What follows belongs to an exercise in optimizing a design on an open flow for small area, a short achievable clock period and few clock cycles per item; a production flow would make more cautious choices.
The RTL of this run was laid out without a check of its function.
Power figures rest on the tool's default switching activity, not on a simulated workload.

==> run.sh <==
#!/bin/bash
# synth_recipe.tcl (not shown) runs the flow's synth.tcl, then flattens the netlist and writes it again
# the make line also repeats each setting of config.mk as NAME=value (left out here)
make -C /OpenROAD-flow-scripts/flow DESIGN_CONFIG=/design/flow/config.mk WORK_HOME=/design/flow/orfs CLKGATE_MAP_FILE= SYNTH_SCRIPT=/design/flow/synth_recipe.tcl finish
==> config.mk <==
export PLATFORM = sky130hd
export DESIGN_NAME = chip8_instruction_execute_top
export DESIGN_NICKNAME = chip8_instruction_execute_top
export VERILOG_FILES = /design/flow/design.v
export SDC_FILE = /design/flow/constraint.sdc
export NUM_CORES = 4
export LEC_CHECK = 0
export ABC_CLOCK_PERIOD_IN_PS = 2000
export CAP_MARGIN = 20
export CORE_MARGIN = 2
export CORE_UTILIZATION = 40
export SETUP_SLACK_MARGIN = 4.8
export SLEW_MARGIN = 20
==> constraint.sdc <==
create_clock -name core_clock -period 7.0 [get_ports {aclk}]
set_input_delay 1.4000 -clock core_clock [delete_from_list [all_inputs] [get_ports {aclk}]]
set_output_delay 1.4000 -clock core_clock [all_outputs]
set_load 0.01 [all_outputs]
==> design.v <==
`timescale 1ns / 1ps
`default_nettype none
package c8ie_pkg;
    localparam int unsigned PC_W   = 12;
    localparam int unsigned VREG_W = 8;
    localparam int unsigned VIDX_W = 4;
    localparam int unsigned VREG_N = 16;
    localparam logic [PC_W-1:0]   RESET_START_ADDR = 12'h200;
    localparam logic [VIDX_W-1:0] FLAG_REG         = 4'hF;
    localparam logic [11:0]       NNN_RETURN       = 12'h0EE;
    localparam logic [1:0] ST_OK        = 2'd0;
    localparam logic [1:0] ST_OVERFLOW  = 2'd1;
    localparam logic [1:0] ST_UNDERFLOW = 2'd2;
    localparam logic [1:0] ST_UNHANDLED = 2'd3;
endpackage
`default_nettype wire
`timescale 1ns / 1ps
`default_nettype none
module c8ie_stack #(
    parameter int unsigned STACK_DEPTH = 16,
    parameter int unsigned AW          = 4
) (
    input  wire logic                        aclk,
    input  wire logic                        wr_en,
    input  wire logic [AW-1:0]               wr_addr,
    input  wire logic [c8ie_pkg::PC_W-1:0]   wr_data,
    input  wire logic [AW-1:0]               rd_addr,
    output logic      [c8ie_pkg::PC_W-1:0]   rd_data
);
    logic [c8ie_pkg::PC_W-1:0] mem [STACK_DEPTH];
    always_ff @(posedge aclk) begin
        if (wr_en) begin
            mem[wr_addr] <= wr_data;
        end
    end
    assign rd_data = mem[rd_addr];
endmodule
`default_nettype wire
`timescale 1ns / 1ps
`default_nettype none
module c8ie_vreg_file (
    input  wire logic                          aclk,
    input  wire logic                          clr,
    input  wire logic                          rw,
    input  wire logic [c8ie_pkg::VIDX_W-1:0]   num,
    input  wire logic [c8ie_pkg::VREG_W-1:0]   val,
    input  wire logic                          fw,
    input  wire logic                          fval,
    input  wire logic [c8ie_pkg::VIDX_W-1:0]   rd_x,
    input  wire logic [c8ie_pkg::VIDX_W-1:0]   rd_y,
    output logic      [c8ie_pkg::VREG_W-1:0]   vx,
    output logic      [c8ie_pkg::VREG_W-1:0]   vy
);
    logic [c8ie_pkg::VREG_W-1:0] mem [c8ie_pkg::VREG_N];
    logic [c8ie_pkg::VREG_W-1:0] wval, fwval;
    assign wval  = clr ? '0 : val;
    assign fwval = clr ? '0 : (fw ? {{(c8ie_pkg::VREG_W-1){1'b0}}, fval} : val);
    always_ff @(posedge aclk) begin
        for (int k = 0; k < c8ie_pkg::VREG_N - 1; k++) begin
            if (clr || (rw && num == c8ie_pkg::VIDX_W'(k))) begin
                mem[k] <= wval;
            end
        end
        if (clr || fw || (rw && num == c8ie_pkg::FLAG_REG)) begin
            mem[c8ie_pkg::VREG_N-1] <= fwval;
        end
    end
    assign vx = mem[rd_x];
    assign vy = mem[rd_y];
endmodule
`default_nettype wire
`timescale 1ns / 1ps
`default_nettype none
module c8ie_exec (
    input  wire logic [15:0]                   ins,
    input  wire logic [c8ie_pkg::PC_W-1:0]     pc,
    input  wire logic [c8ie_pkg::PC_W-1:0]     idx,
    input  wire logic                          empty,
    input  wire logic                          full,
    input  wire logic [c8ie_pkg::VREG_W-1:0]   vx,
    input  wire logic [c8ie_pkg::VREG_W-1:0]   vy,
    input  wire logic [c8ie_pkg::PC_W-1:0]     stack_top,
    output logic      [c8ie_pkg::PC_W-1:0]     pc_next,
    output logic      [c8ie_pkg::PC_W-1:0]     pc_inc,
    output logic      [c8ie_pkg::PC_W-1:0]     idx_next,
    output logic                               push,
    output logic                               pop,
    output logic                               rw,
    output logic      [c8ie_pkg::VREG_W-1:0]   val,
    output logic                               fw,
    output logic                               fval,
    output logic      [1:0]                    status
);
    logic [3:0]  op, n;
    logic [7:0]  nn;
    logic [11:0] nnn, pc_skip;
    logic        is_ret, is_sys, is_jmp, is_call, is_skeqi, is_sknei, is_skeqr, is_skner;
    logic        is_ld, is_addi, is_alu, is_ldi;
    logic        fn_arith, fn_known, skip;
    logic [7:0]  a, b;
    logic [8:0]  s;
    logic        cin;
    assign op  = ins[15:12];
    assign n   = ins[3:0];
    assign nn  = ins[7:0];
    assign nnn = ins[11:0];
    assign is_sys   = (op == 4'h0);
    assign is_ret   = is_sys && (nnn == c8ie_pkg::NNN_RETURN);
    assign is_jmp   = (op == 4'h1);
    assign is_call  = (op == 4'h2);
    assign is_skeqi = (op == 4'h3);
    assign is_sknei = (op == 4'h4);
    assign is_skeqr = (op == 4'h5);
    assign is_ld    = (op == 4'h6);
    assign is_addi  = (op == 4'h7);
    assign is_alu   = (op == 4'h8);
    assign is_skner = (op == 4'h9);
    assign is_ldi   = (op == 4'hA);
    assign fn_known = (n[3] == 1'b0) || (n == 4'hE);
    assign fn_arith = (n == 4'h4) || (n == 4'h5) || (n == 4'h7);
    assign a   = (is_alu && n == 4'h7) ? ~vx : vx;
    assign b   = is_addi ? nn : ((n == 4'h5) ? ~vy : vy);
    assign cin = (n == 4'h5) || (n == 4'h7);
    assign s   = {1'b0, a} + {1'b0, b} + {8'd0, is_alu & cin};
    assign pc_inc  = pc + 12'd2;
    assign pc_skip = pc + 12'd4;
    assign skip = (is_skeqi && (vx == nn)) || (is_sknei && (vx != nn)) ||
                  (is_skeqr && (vx == vy)) || (is_skner && (vx != vy));
    assign push = is_call && !full;
    assign pop  = is_ret && !empty;
    always_comb begin
        if (pop) begin
            pc_next = stack_top;
        end else if (is_jmp || push) begin
            pc_next = nnn;
        end else if (skip) begin
            pc_next = pc_skip;
        end else begin
            pc_next = pc_inc;
        end
    end
    assign idx_next = is_ldi ? nnn : idx;
    always_comb begin
        status = c8ie_pkg::ST_OK;
        if (is_ret && empty) begin
            status = c8ie_pkg::ST_UNDERFLOW;
        end else if (is_call && full) begin
            status = c8ie_pkg::ST_OVERFLOW;
        end else if ((is_sys && !is_ret) || (op > 4'hA) || (is_alu && !fn_known)) begin
            status = c8ie_pkg::ST_UNHANDLED;
        end
    end
    assign rw = is_ld || is_addi || (is_alu && fn_known);
    assign fw = is_alu && (fn_arith || n == 4'h6 || n == 4'hE);
    always_comb begin
        if (is_ld) begin
            val = nn;
        end else if (is_addi) begin
            val = s[7:0];
        end else begin
            case (n)
                4'h0:    val = vy;
                4'h1:    val = vx | vy;
                4'h2:    val = vx & vy;
                4'h3:    val = vx ^ vy;
                4'h6:    val = {1'b0, vx[7:1]};
                4'hE:    val = {vx[6:0], 1'b0};
                default: val = s[7:0];
            endcase
        end
    end
    always_comb begin
        case (n)
            4'h6:    fval = vx[0];
            4'hE:    fval = vx[7];
            default: fval = s[8];
        endcase
    end
endmodule
`default_nettype wire
`timescale 1ns / 1ps
`default_nettype none
module chip8_instruction_execute_top #(
    parameter int unsigned STACK_DEPTH = 16
) (
    input  wire logic        aclk,
    input  wire logic        aresetn,
    input  wire logic        cfg_valid,
    output logic             cfg_ready,
    input  wire logic [11:0] cfg_start_address,
    input  wire logic        s_valid,
    output logic             s_ready,
    input  wire logic [15:0] s_instruction,
    output logic             m_valid,
    input  wire logic        m_ready,
    output logic [11:0]      m_pc_value,
    output logic [11:0]      m_index_value,
    output logic             m_reg_written,
    output logic [3:0]       m_reg_number,
    output logic [7:0]       m_vreg_data,
    output logic             m_flag_written,
    output logic             m_flag_value,
    output logic [1:0]       m_status
);
    localparam int unsigned CW = $clog2(STACK_DEPTH + 1);
    localparam int unsigned AW = (STACK_DEPTH > 1) ? $clog2(STACK_DEPTH) : 1;
    localparam int unsigned RW = 17;    
    logic        s_ready_reg, rst_reg;
    logic        r_valid_reg, e_valid_reg, h_valid_reg, k_valid_reg;
    logic        r_valid_nxt, e_valid_nxt, h_valid_nxt, k_valid_nxt;
    logic        blocked, e_fire, r_adv, accept, h_en;
    logic [15:0] r_ins_reg;
    logic [7:0]  rd_x, rd_y, fwd_x, fwd_y;
    logic [15:0] e_ins_reg;
    logic [7:0]  opx_reg, opy_reg;
    logic [11:0]   pc_reg, idx_reg;
    logic [CW-1:0] cnt_reg;
    logic [AW-1:0] tp_reg;
    logic [11:0] pc_next, pc_inc, idx_next, stack_top;
    logic        push, pop, e_rw, e_fw, e_fval, w_rw, w_fw;
    logic [7:0]  e_val;
    logic [1:0]  e_status;
    logic [3:0]  e_num;
    logic [RW-1:0] e_res;
    logic [11:0]   h_pc_reg, h_idx_reg;
    logic [RW-1:0] h_res_reg, k_res_reg;
    assign cfg_ready = 1'b1;
    assign s_ready   = s_ready_reg;
    assign blocked = h_valid_reg && k_valid_reg;
    assign e_fire  = e_valid_reg && !blocked;
    assign r_adv   = !e_valid_reg || !blocked;
    assign accept  = s_valid && s_ready_reg;
    assign h_en    = !h_valid_reg || m_ready;
    assign e_num = e_ins_reg[11:8];
    assign w_rw  = e_fire && e_rw;
    assign w_fw  = e_fire && e_fw;
    c8ie_vreg_file u_vregs (
        .aclk  (aclk),
        .clr   (rst_reg),
        .rw    (w_rw),
        .num   (e_num),
        .val   (e_val),
        .fw    (w_fw),
        .fval  (e_fval),
        .rd_x  (r_ins_reg[11:8]),
        .rd_y  (r_ins_reg[7:4]),
        .vx    (rd_x),
        .vy    (rd_y)
    );
    always_comb begin
        fwd_x = rd_x;
        if (w_fw && r_ins_reg[11:8] == c8ie_pkg::FLAG_REG) begin
            fwd_x = {7'd0, e_fval};
        end else if (w_rw && r_ins_reg[11:8] == e_num) begin
            fwd_x = e_val;
        end
        fwd_y = rd_y;
        if (w_fw && r_ins_reg[7:4] == c8ie_pkg::FLAG_REG) begin
            fwd_y = {7'd0, e_fval};
        end else if (w_rw && r_ins_reg[7:4] == e_num) begin
            fwd_y = e_val;
        end
    end
    c8ie_stack #(
        .STACK_DEPTH (STACK_DEPTH),
        .AW          (AW)
    ) u_stack (
        .aclk    (aclk),
        .wr_en   (e_fire && push),
        .wr_addr (cnt_reg[AW-1:0]),
        .wr_data (pc_inc),
        .rd_addr (tp_reg),
        .rd_data (stack_top)
    );
    c8ie_exec u_exec (
        .ins       (e_ins_reg),
        .pc        (pc_reg),
        .idx       (idx_reg),
        .empty     (cnt_reg == '0),
        .full      (cnt_reg >= CW'(STACK_DEPTH)),
        .vx        (opx_reg),
        .vy        (opy_reg),
        .stack_top (stack_top),
        .pc_next   (pc_next),
        .pc_inc    (pc_inc),
        .idx_next  (idx_next),
        .push      (push),
        .pop       (pop),
        .rw        (e_rw),
        .val       (e_val),
        .fw        (e_fw),
        .fval      (e_fval),
        .status    (e_status)
    );
    assign e_res = {e_rw, e_num, e_val, e_fw, e_fval, e_status};
    always_comb begin
        r_valid_nxt = s_ready_reg ? accept : r_valid_reg;
        e_valid_nxt = r_adv ? r_valid_reg : e_valid_reg;
        h_valid_nxt = h_en ? (k_valid_reg || e_fire) : 1'b1;
        k_valid_nxt = k_valid_reg ? !m_ready : (e_fire && h_valid_reg && !m_ready);
    end
    always_ff @(posedge aclk) begin
        rst_reg <= !aresetn;
        if (!aresetn) begin
            s_ready_reg <= 1'b1;
            r_valid_reg <= 1'b0;
            e_valid_reg <= 1'b0;
            h_valid_reg <= 1'b0;
            k_valid_reg <= 1'b0;
        end else begin
            s_ready_reg <= !r_valid_nxt || !e_valid_nxt || !(h_valid_nxt && k_valid_nxt);
            r_valid_reg <= r_valid_nxt;
            e_valid_reg <= e_valid_nxt;
            h_valid_reg <= h_valid_nxt;
            k_valid_reg <= k_valid_nxt;
        end
    end
    always_ff @(posedge aclk) begin
        if (aresetn && cfg_valid) begin
            pc_reg <= cfg_start_address;
        end else if (rst_reg) begin
            pc_reg <= c8ie_pkg::RESET_START_ADDR;
        end else if (e_fire) begin
            pc_reg <= pc_next;
        end
        if (rst_reg) begin
            idx_reg <= '0;
            cnt_reg <= '0;
            tp_reg  <= '1;
        end else if (e_fire) begin
            idx_reg <= idx_next;
            if (push) begin
                cnt_reg <= cnt_reg + CW'(1);
                tp_reg  <= tp_reg + AW'(1);
            end else if (pop) begin
                cnt_reg <= cnt_reg - CW'(1);
                tp_reg  <= tp_reg - AW'(1);
            end
        end
    end
    always_ff @(posedge aclk) begin
        if (s_ready_reg) begin
            r_ins_reg <= s_instruction;
        end
        if (r_adv) begin
            e_ins_reg <= r_ins_reg;
            opx_reg   <= fwd_x;
            opy_reg   <= fwd_y;
        end
        if (h_en) begin
            h_res_reg <= k_valid_reg ? k_res_reg : e_res;
            h_pc_reg  <= k_valid_reg ? pc_reg : pc_next;
            h_idx_reg <= k_valid_reg ? idx_reg : idx_next;
        end
        if (!k_valid_reg) begin
            k_res_reg <= e_res;
        end
    end
    assign m_valid = h_valid_reg;
    assign {m_reg_written, m_reg_number, m_vreg_data, m_flag_written, m_flag_value,
            m_status} = h_res_reg;
    assign m_pc_value    = h_pc_reg;
    assign m_index_value = h_idx_reg;
endmodule
`default_nettype wire
==> summary.txt <==
[layer usage]
| layer | track usage | up-vias | routed length [µm] | share of wire |
|---|---|---|---|---|
| li1 | - | 6684 | - | - |
| met1 | 0.3185 | 7937 | 28660 | 0.41 |
| met2 | 0.4039 | 714 | 33600 | 0.49 |
| met3 | 0.03217 | 164 | 4433 | 0.064 |
| met4 | 0.09320 | 0 | 2516 | 0.036 |
| met5 | 0 | - | 0 | 0 |
[worst max path at each step]
stage	endpoint	slack, ps	cells after the start	from
6_report	opy_reg[4]$_SDFFCE_PP0N_	3660	14	e_ins_reg[14]$_DFFE_PN_
5_1_grt	u_vregs.mem[5][6]$_DFFE_PP_	3550	14	e_ins_reg[14]$_DFFE_PN_
4_1_cts	u_vregs.mem[15][0]$_SDFFCE_PP0P_	3700	15	e_ins_reg[14]$_DFFE_PN_
3_5_place_dp	u_vregs.mem[15][0]$_SDFFCE_PP0P_	2850	13	e_ins_reg[3]$_DFFE_PN_
3_3_place_gp	opy_reg[4]$_SDFFCE_PP0N_	2910	13	e_ins_reg[3]$_DFFE_PN_
2_1_floorplan	opy_reg[4]$_SDFFCE_PP0N_	3470	14	e_ins_reg[14]$_DFFE_PN_
[repair_timing]
action | CTS | global route
cloned | 7 | 4
endpoints found under the setup margin | 706 | 562
pin swaps | 58 | 41
buffers inserted | 117 | 47
gates resized for setup | 289 | 75
[power breakdown]
group	internal, mW	switching, mW
Combinational	0.519	0.675
Clock	1.67	1.11
Sequential	3.37	0.161
Total	5.55	1.95
[area by class of cell]
type	instances	area [µm²]
well taps	696	870.8
flip-flops and latches	469	13620
fillers	4412	26060
diodes	1	2.502
inverters	41	162.7
multi-input cells	994	8899
repair buffers	265	2591
clock buffers	60	1310
clock inverters	33	406.6
[synth_stat cells (all sizes together) (18+ instances only)]
master  number  share of area
edfxtp     421           0.58
nand2      116          0.020
nor2       111          0.020
o21ai       85          0.019
a21oi       65          0.015
clkbuf      63          0.011
mux4        62          0.064
mux2i       56          0.026
dfxtp       48          0.044
mux2        43          0.022
xnor2       42          0.017
inv         40         0.0069
buf         35         0.0099
ha          30          0.017
a22oi       22         0.0076
nand3       22         0.0050
a22o        20         0.0080
nor2b       20         0.0057
nor3        19         0.0044
o211ai      19         0.0065
and3        18         0.0052
[kinds of logic after synthesis]
| family | count (synthesis) | share of synthesized area |
|---|---|---|
| simple gates | 386 | 0.08656 |
| compound gates | 350 | 0.1075 |
| other cells | 1 | 0.0001718 |
| buf+inv | 139 | 0.02780 |
| mux | 161 | 0.1118 |
| fa+ha+maj | 34 | 0.02087 |
| xor+xnor | 55 | 0.02207 |
| flops | 469 | 0.6232 |
[per-stage QoR]
| step | hold slack (ps) | setup slack, ps | power [mW] |
|---|---|---|---|
| after floorplan | 400.3 | 3470 | 4.131 |
| final | 425.2 | 3664 | 7.505 |
| after CTS | 425.5 | 3701 | 7.400 |
| after global placement | 415.5 | 2913 | 4.518 |
| after global routing | 441.4 | 3547 | 7.739 |
| after detailed placement | 410.9 | 2851 | 4.534 |
==> run_summary.xml <==
<?xml version="1.0" encoding="UTF-8"?>
<metrics>
  <group name="placed_design">
    <metric name="gp_congestion" unit="">0.9109</metric>
    <metric name="place.port_buffers" unit="">75</metric>
    <metric name="hpwl" unit="mm">41.47</metric>
    <metric name="placed_cell_area" unit="mm²">0.02372</metric>
    <metric name="dp.cells" unit="">2290</metric>
  </group>
  <group name="routing">
    <metric name="drtIter0Drc" unit="">1903</metric>
    <metric name="route.antenna.remaining_nets" unit="">0</metric>
    <metric name="remaining_drc_errors" unit="">0</metric>
    <metric name="dr_total_vias" unit="">15500</metric>
    <metric name="drt_wl_total" unit="mm">69.22</metric>
    <metric name="dr.pass1.iters" unit="">6</metric>
    <metric name="route.detailed.wl_per_inst" unit="µm">27.05</metric>
    <metric name="viasPerCell" unit="">6.057</metric>
  </group>
  <group name="global_routing">
    <metric name="maximum_number_of_pins_on_one_net_before_global_route_repair" unit="">51</metric>
    <metric name="grt-ovfl-total" unit="">0</metric>
    <metric name="vias_in_the_first_global_route" unit="">15190</metric>
    <metric name="groute.usage.overall" unit="">0.2407</metric>
    <metric name="grt_antenna_before_repair" unit="">0</metric>
    <metric name="grt_first_pass_wirelength" unit="mm">100.4</metric>
  </group>
  <group name="timing">
    <metric name="final_period_minus_worst_setup_slack" unit="ps">3336</metric>
    <metric name="actual_transition_at_the_worst_max_transition_pin" unit="ps">1116</metric>
    <metric name="grt_setup_unrepaired" unit="">true</metric>
    <metric name="final_min_period_over_clock_period" unit="">0.4765</metric>
    <metric name="total_neg_setup_slack" unit="ps">0</metric>
    <metric name="report.final.setup_viol" unit="">0</metric>
    <metric name="finalHoldViolations" unit="">0</metric>
    <metric name="timing.fmax" unit="MHz">299.8</metric>
    <metric name="final.setup_skew" unit="ps">30.55</metric>
    <metric name="max-slew-margin-rel" unit="">0.2542</metric>
    <metric name="timing_max_transition_violations_final" unit="">0</metric>
  </group>
  <group name="hold_path">
    <metric name="holdPathEnd" unit="">e_ins_reg[0]$_DFFE_PN_</metric>
    <metric name="min_path_type" unit="">flip-flop to flip-flop</metric>
    <metric name="hold_depth" unit="">0</metric>
    <metric name="worst_hold_startpoint" unit="">r_ins_reg[0]$_DFFE_PP_</metric>
  </group>
  <group name="job">
    <metric name="drv_cap" unit="">0</metric>
  </group>
  <group name="clock_tree">
    <metric name="cts_inserted_buffers" unit="">50</metric>
    <metric name="cts-root-to-sink-buffers" unit="">3</metric>
    <metric name="clock-root-buffer" unit="">sky130_fd_sc_hd__clkbuf_16</metric>
    <metric name="worst_setup_hold_path_clk_slew" unit="ps">60</metric>
    <metric name="cts-htree-levels" unit="">2</metric>
    <metric name="clk_latency" unit="ps">610</metric>
    <metric name="holdBufCountCts" unit="">0</metric>
    <metric name="numClockSinks" unit="">469</metric>
    <metric name="clock_tree_from_tritoncts" unit="">yes</metric>
  </group>
  <group name="setup_path">
    <metric name="critical_path.top_delay_family" unit="">simple AND/OR/NAND/NOR gates</metric>
    <metric name="rr_endpoint" unit="">opy_reg[4]$_SDFFCE_PP0N_</metric>
    <metric name="cells_on_worst_reg2reg_path" unit="">14</metric>
    <metric name="required_time_of_the_critical_path" unit="ps">7440</metric>
    <metric name="worst_setup_start_kind" unit="">flip-flop</metric>
    <metric name="worstPathCellList" unit="">nand2b_4 &gt; nor3_4 &gt; nand4_1 &gt; xnor2_2 &gt; fa_2 &gt; fa_2 &gt; nor2b_2 &gt; o21ai_2 &gt; nor3b_2 &gt; or3_1 &gt; o211ai_1 &gt; o21ai_2 &gt; or2_0 &gt; a21oi_1</metric>
    <metric name="cp_slowest_stage_delay" unit="ps">410</metric>
    <metric name="worst_ep_arrival_time" unit="ps">3780</metric>
    <metric name="end_kind" unit="">flip-flop</metric>
    <metric name="cp.buffers_inverters" unit="">0</metric>
    <metric name="worst_path_max_fanout" unit="">5</metric>
    <metric name="worstReg2RegStart" unit="">e_ins_reg[14]$_DFFE_PN_</metric>
    <metric name="timing.reg2reg.setup_slack" unit="ps">3660</metric>
    <metric name="critPathSlowestCell" unit="">sky130_fd_sc_hd__fa_2</metric>
    <metric name="critical_path_class" unit="">flip-flop to flip-flop</metric>
  </group>
  <group name="synth">
    <metric name="mappedNetlistArea" unit="mm²">0.02183</metric>
    <metric name="synth_nets" unit="">1662</metric>
    <metric name="ys_async_sr_fraction" unit="">0</metric>
    <metric name="synth-seq-cells" unit="">469</metric>
    <metric name="yosysWarnings" unit="">5</metric>
    <metric name="share_of_synthesized_area_occupied_by_flip_flops_and_latches" unit="">0.6232</metric>
    <metric name="synthesis.instances" unit="">1595</metric>
    <metric name="synth_edf_count" unit="">421</metric>
    <metric name="synthesis.area_per_instance" unit="µm²">13.68</metric>
    <metric name="postSynth.topFlopCell" unit="">sky130_fd_sc_hd__edfxtp_1</metric>
    <metric name="netlist-cell-type-count" unit="">76</metric>
  </group>
  <group name="floorplan">
    <metric name="dieWidth" unit="µm">237.6</metric>
    <metric name="die_area" unit="mm²">0.05645</metric>
    <metric name="placement_rows" unit="">85</metric>
    <metric name="io-pin-count" unit="">77</metric>
    <metric name="core_area" unit="mm²">0.05392</metric>
    <metric name="chipHeight" unit="µm">237.6</metric>
    <metric name="floorplan.initialDensity" unit="">0.4048</metric>
  </group>
  <group name="cells_and_area">
    <metric name="fin_area" unit="mm²">0.02786</metric>
    <metric name="final_net_count" unit="">1888</metric>
    <metric name="layoutNonFillerInstCount" unit="">2559</metric>
    <metric name="layout.core_utilization" unit="">0.5167</metric>
    <metric name="mostFrequentLayoutCells" unit="">sky130_fd_sc_hd__edfxtp_1, sky130_fd_sc_hd__buf_4, sky130_fd_sc_hd__nand2_1, sky130_fd_sc_hd__nor2_1, sky130_fd_sc_hd__mux4_2</metric>
    <metric name="largest_registers" unit="">u_stack.mem (192), u_vregs.mem (128)</metric>
    <metric name="max_flop_register" unit="">u_stack.mem</metric>
    <metric name="drive_gt1_frac" unit="">0.3190</metric>
    <metric name="layout_commonest_cell" unit="">sky130_fd_sc_hd__edfxtp_1</metric>
    <metric name="largest_register_ffs" unit="">192</metric>
    <metric name="layout-area-overhead-vs-synth" unit="%">27.64</metric>
  </group>
  <group name="run_status">
    <metric name="outcome" unit="">no timing/DRC/antenna violations</metric>
  </group>
  <group name="power_and_ir_drop">
    <metric name="power.static_leakage" unit="nW">10.07</metric>
    <metric name="vdd.ir_drop.worst" unit="V">0.0002401</metric>
    <metric name="power.density" unit="mW/mm²">269.4</metric>
  </group>
</metrics>

re-timing with driven ports:
The flow's constraints put no driver on any port. The routed layout listed below was extracted and timed again, unchanged, in two steps. Step 1, drivers: a clkbuf_16 drives aclk and a buf_2 each remaining input, both assumed. Step 2, shift: input delay + t, output delay - t, t = (earliest + latest rising clock arrival at the registers) / 2. This alone moves slack from input paths to output paths. Three values: no drivers, after step 1, after step 2; two values: the first two.
t, ns: 0.645
setup slack, ns: 3.664 / 3.664 / 3.664
worst slew at a driven data input, ns: 0.05
After both steps setup and hold are still met in this run. The setup slack of this run moves by 0.000 ns with the drivers and by 0.000 ns with both steps.
